Context: an optimization exercise on an open-source flow, tuned for small area, a short achievable clock period and few clock cycles. The choices shown serve that exercise and are no tape-out recipe.
Power and IR drop assume default switching activity.

Setup of v12:
==> flow/design.v <==
module agu_tile_stream #(
  parameter int                    ADDR_WIDTH = 32,
  parameter int                    IDX_WIDTH  = 16,
  parameter int                    LANES      = 4,
  parameter int                    FIFO_DEPTH = 4,
  parameter logic [ADDR_WIDTH-1:0] NULL_ADDR  = '1
) (
  input  logic                  clk,
  input  logic                  rst,
  input  logic                  cfg_valid_i,
  output logic                  cfg_ready_o,
  input  logic [IDX_WIDTH-1:0]  mat_m_i, mat_k_i, mat_n_i,
  input  logic [IDX_WIDTH-1:0]  tm_i, tn_i, tk_i,
  input  logic [ADDR_WIDTH-1:0] base_a_i, base_b_i, base_c_i,
  input  logic [1:0]            elem_shift_i,
  input  logic                  tile_req_i,
  output logic                  tile_done_o,
  output logic                  all_tiles_done_o,
  output logic                  busy_o,
  output logic                  out_valid,
  input  logic                  out_ready,
  output logic [LANES*ADDR_WIDTH-1:0] out_addr,
  output logic [LANES-1:0]      out_null,
  output logic [1:0]            out_id,
  output logic                  out_last
);
  localparam int AW = ADDR_WIDTH;
  localparam int IW = IDX_WIDTH;
  localparam int SW = IW + 3;               
  localparam int LB = $clog2(LANES) + 3;    
  localparam logic [1:0] SEG_A = 2'd0, SEG_B = 2'd1, SEG_C = 2'd2;
  logic busy_q, init_q, run_q, done_q;
  logic [1:0]    seg_q, sh_q;
  logic          lk_q, lm_q;                
  logic [IW-1:0] k_q, n_q, tm_q, tn_q, tk_q;
  logic [IW-1:0] rm_q, rn_q, rk_q;
  logic [IW-1:0] rr_q, rc_q;                
  logic [AW-1:0] p_q, r_q, am_q, bk_q, bb_q, cm_q;
  logic cfg_acc, zero_cfg, valid, pop;
  logic last_m, last_n, last_k, col_end, row_end, seg_end, beat_last, walk_end;
  logic [IW-1:0] em, en, ek;
  logic [IW:0]   dm, dn, dk;
  assign cfg_acc  = cfg_valid_i & ~busy_q;
  assign zero_cfg = (mat_m_i == '0) | (mat_k_i == '0) | (mat_n_i == '0) |
                    (tm_i == '0) | (tn_i == '0) | (tk_i == '0);
  assign dm     = {1'b0, rm_q} - {1'b0, tm_q};
  assign dn     = {1'b0, rn_q} - {1'b0, tn_q};
  assign dk     = {1'b0, rk_q} - {1'b0, tk_q};
  assign last_m = dm[IW] | (dm[IW-1:0] == '0);
  assign last_n = dn[IW] | (dn[IW-1:0] == '0);
  assign last_k = dk[IW] | (dk[IW-1:0] == '0);
  assign em     = last_m ? rm_q : tm_q;
  assign en     = last_n ? rn_q : tn_q;
  assign ek     = last_k ? rk_q : tk_q;
  assign col_end   = (rc_q[IW-1:2] == '0) | (rc_q == IW'(LANES));
  assign row_end   = rr_q == IW'(1);
  assign seg_end   = col_end & row_end;
  assign beat_last = seg_end & (((seg_q == SEG_B) & ~lk_q) | (seg_q == SEG_C));
  assign walk_end  = (seg_q == SEG_C) & lm_q & last_n;
  assign valid       = busy_q & ~init_q & (run_q | tile_req_i);
  assign pop         = valid & out_ready;
  assign out_valid        = valid;
  assign tile_done_o      = out_ready & run_q & beat_last;
  assign cfg_ready_o      = ~busy_q;
  assign busy_o           = busy_q;
  assign all_tiles_done_o = done_q;
  assign out_id           = seg_q;
  assign out_last         = beat_last;
  logic [AW-LB-1:0] hi, hi1;
  logic [LANES:0][AW-1:0] lane;             
  assign hi  = p_q[AW-1:LB];
  assign hi1 = hi + 1'b1;
  for (genvar l = 1; l <= LANES; l++) begin : g_lane
    logic [LB:0] lo;
    assign lo      = {1'b0, p_q[LB-1:0]} + ((LB+1)'(l) << sh_q);
    assign lane[l] = {lo[LB] ? hi1 : hi, lo[LB-1:0]};
  end
  assign lane[0] = p_q;
  assign out_null[0]  = 1'b0;
  assign out_addr[AW-1:0] = lane[0];
  for (genvar l = 1; l < LANES; l++) begin : g_out
    assign out_null[l]          = (rc_q[IW-1:2] == '0) & (rc_q[1:0] <= 2'(l));
    assign out_addr[l*AW +: AW] = out_null[l] ? NULL_ADDR : lane[l];
  end
  logic          start, rowadv, to_b, to_c;
  logic [IW-1:0] ytop, ysub;
  logic [SW-1:0] y_s, z_s;
  logic [AW-1:0] x, madd, uadd;
  assign start  = init_q | (pop & beat_last);
  assign rowadv = col_end & ~row_end;
  assign to_b   = seg_end & (seg_q == SEG_A);
  assign to_c   = seg_end & (seg_q == SEG_B) & lk_q;
  always_comb begin
    x = r_q; ytop = n_q; ysub = rn_q;
    if (start)       begin x = am_q; ytop = k_q; ysub = rk_q; end
    else if (rowadv) begin ysub = '0; if (seg_q == SEG_A) ytop = k_q; end
    else if (to_b)   x = bk_q;
    else             x = cm_q;
  end
  assign y_s  = SW'(ytop - ysub) << sh_q;
  assign madd = x + AW'(y_s);
  assign z_s  = SW'((seg_q == SEG_A) ? rk_q : rn_q) << sh_q;
  assign uadd = r_q + AW'(z_s);
  always_ff @(posedge clk or posedge rst) begin
    if (rst) begin
      busy_q <= 1'b0; init_q <= 1'b0; run_q <= 1'b0; done_q <= 1'b0;
    end else if (cfg_acc) begin
      busy_q <= ~zero_cfg; init_q <= ~zero_cfg; run_q <= 1'b0; done_q <= zero_cfg;
    end else if (busy_q) begin
      init_q <= 1'b0;
      if (tile_req_i) run_q <= 1'b1;
      if (pop & beat_last) begin
        run_q <= 1'b0;
        if (walk_end) begin busy_q <= 1'b0; done_q <= 1'b1; end
      end
    end
  end
  always_ff @(posedge clk) begin
    if (cfg_acc) begin
      k_q <= mat_k_i; n_q <= mat_n_i; tm_q <= tm_i; tn_q <= tn_i; tk_q <= tk_i;
      sh_q <= elem_shift_i;
      rm_q <= mat_m_i; rn_q <= mat_n_i; rk_q <= mat_k_i;
      am_q <= base_a_i; bk_q <= base_b_i; bb_q <= base_b_i; cm_q <= base_c_i;
    end else if (start) begin
      seg_q <= SEG_A;
      p_q <= madd; r_q <= madd;
      rr_q <= em; rc_q <= ek;
      if (~init_q & lk_q) rn_q <= last_n ? n_q : dn[IW-1:0];
      if (~init_q & lk_q & last_n) cm_q <= uadd;
      if (~init_q & ~lk_q) bk_q <= uadd;
    end else if (pop) begin
      if (!col_end) begin
        p_q  <= lane[LANES];
        rc_q <= rc_q - IW'(LANES);
      end else begin
        p_q  <= madd; r_q <= madd;
        rc_q <= ((seg_q == SEG_A) & ~to_b) ? ek : en;
        if (rowadv) rr_q <= rr_q - IW'(1);
        if (to_b) begin
          seg_q <= SEG_B; rr_q <= ek;
          lk_q  <= last_k;
          rk_q  <= last_k ? k_q : dk[IW-1:0];
          if (last_n & last_k) am_q <= uadd;
        end
        if (to_c) begin
          seg_q <= SEG_C; rr_q <= em;
          lm_q  <= last_m;
          bk_q  <= bb_q;
          if (last_n) rm_q <= dm[IW-1:0];
        end
      end
    end
  end
endmodule
export LEC_CHECK = 0
export CAP_MARGIN = 20
export CORE_MARGIN = 2
export CORE_UTILIZATION = 40
export PLACE_DENSITY = 0.6
export SETUP_SLACK_MARGIN = 5
export SLEW_MARGIN = 20
create_clock -name core_clock -period 13.5 [get_ports {clk}]
run.sh (not shown) runs the stock make flow with config.mk's settings and CLKGATE_MAP_FILE= SYNTH_SCRIPT=/design/flow/synth_recipe.tcl, a recipe that flattens the netlist after the stock synthesis.
Here is what was changed in the inputs of v2 compared with v12.
- SETUP_SLACK_MARGIN: 5 -> unset
==> comparison <==
Looking at the reports, v12 completed the entire flow and the layout it produced met the timing, design-rule and antenna checks. No stage failed in v2, and the final checks on the layout all came back clean. The total CTS buffers reported for v2 is smaller than that of v12 by 3. Per the comparison of v2 with v12, net switching fraction of the power saw an increase; worst-case setup slack after placement lost 670 ps; number of cells on the critical path moved up; post-synthesis instance area flat. The placed instance area was comparable across v12 and v2. Re part of the total power dissipated in combinational logic: v12 was lower than v2. Going from v12 to v2, power lower, via count lower.
No functional check of the RTL was part of any run of this note.

==> re-timing with driven ports <==
How much do the figures lean on ideal ports? The routed layouts below were timed once more, with nothing changed but the port constraints. Step 1, drivers: a clkbuf_16 drives clk and a buf_2 each remaining input, both assumed. Step 2 moves the port delays by t, midway between the first and last clock arrival at a register: inputs arrive t later, outputs are due t later. That takes back most of the time a late clock gives input paths. Slacks: ideal / step 1 / step 2; pairs: ideal / step 1.
| run | t, ns | slack for setup (ns) | worst setup path at the end |
|---|---|---|---|
| v12 | 0.632 | 5.226 / 5.262 / 4.630 | input to register |
| v2 | 0.631 | 3.600 / 3.639 / 3.008 | input to register |
After both steps setup and hold are still met in every run listed. The setup slack of v12, which loses most, moves by +0.036 ns with the drivers and by -0.596 ns with both steps.
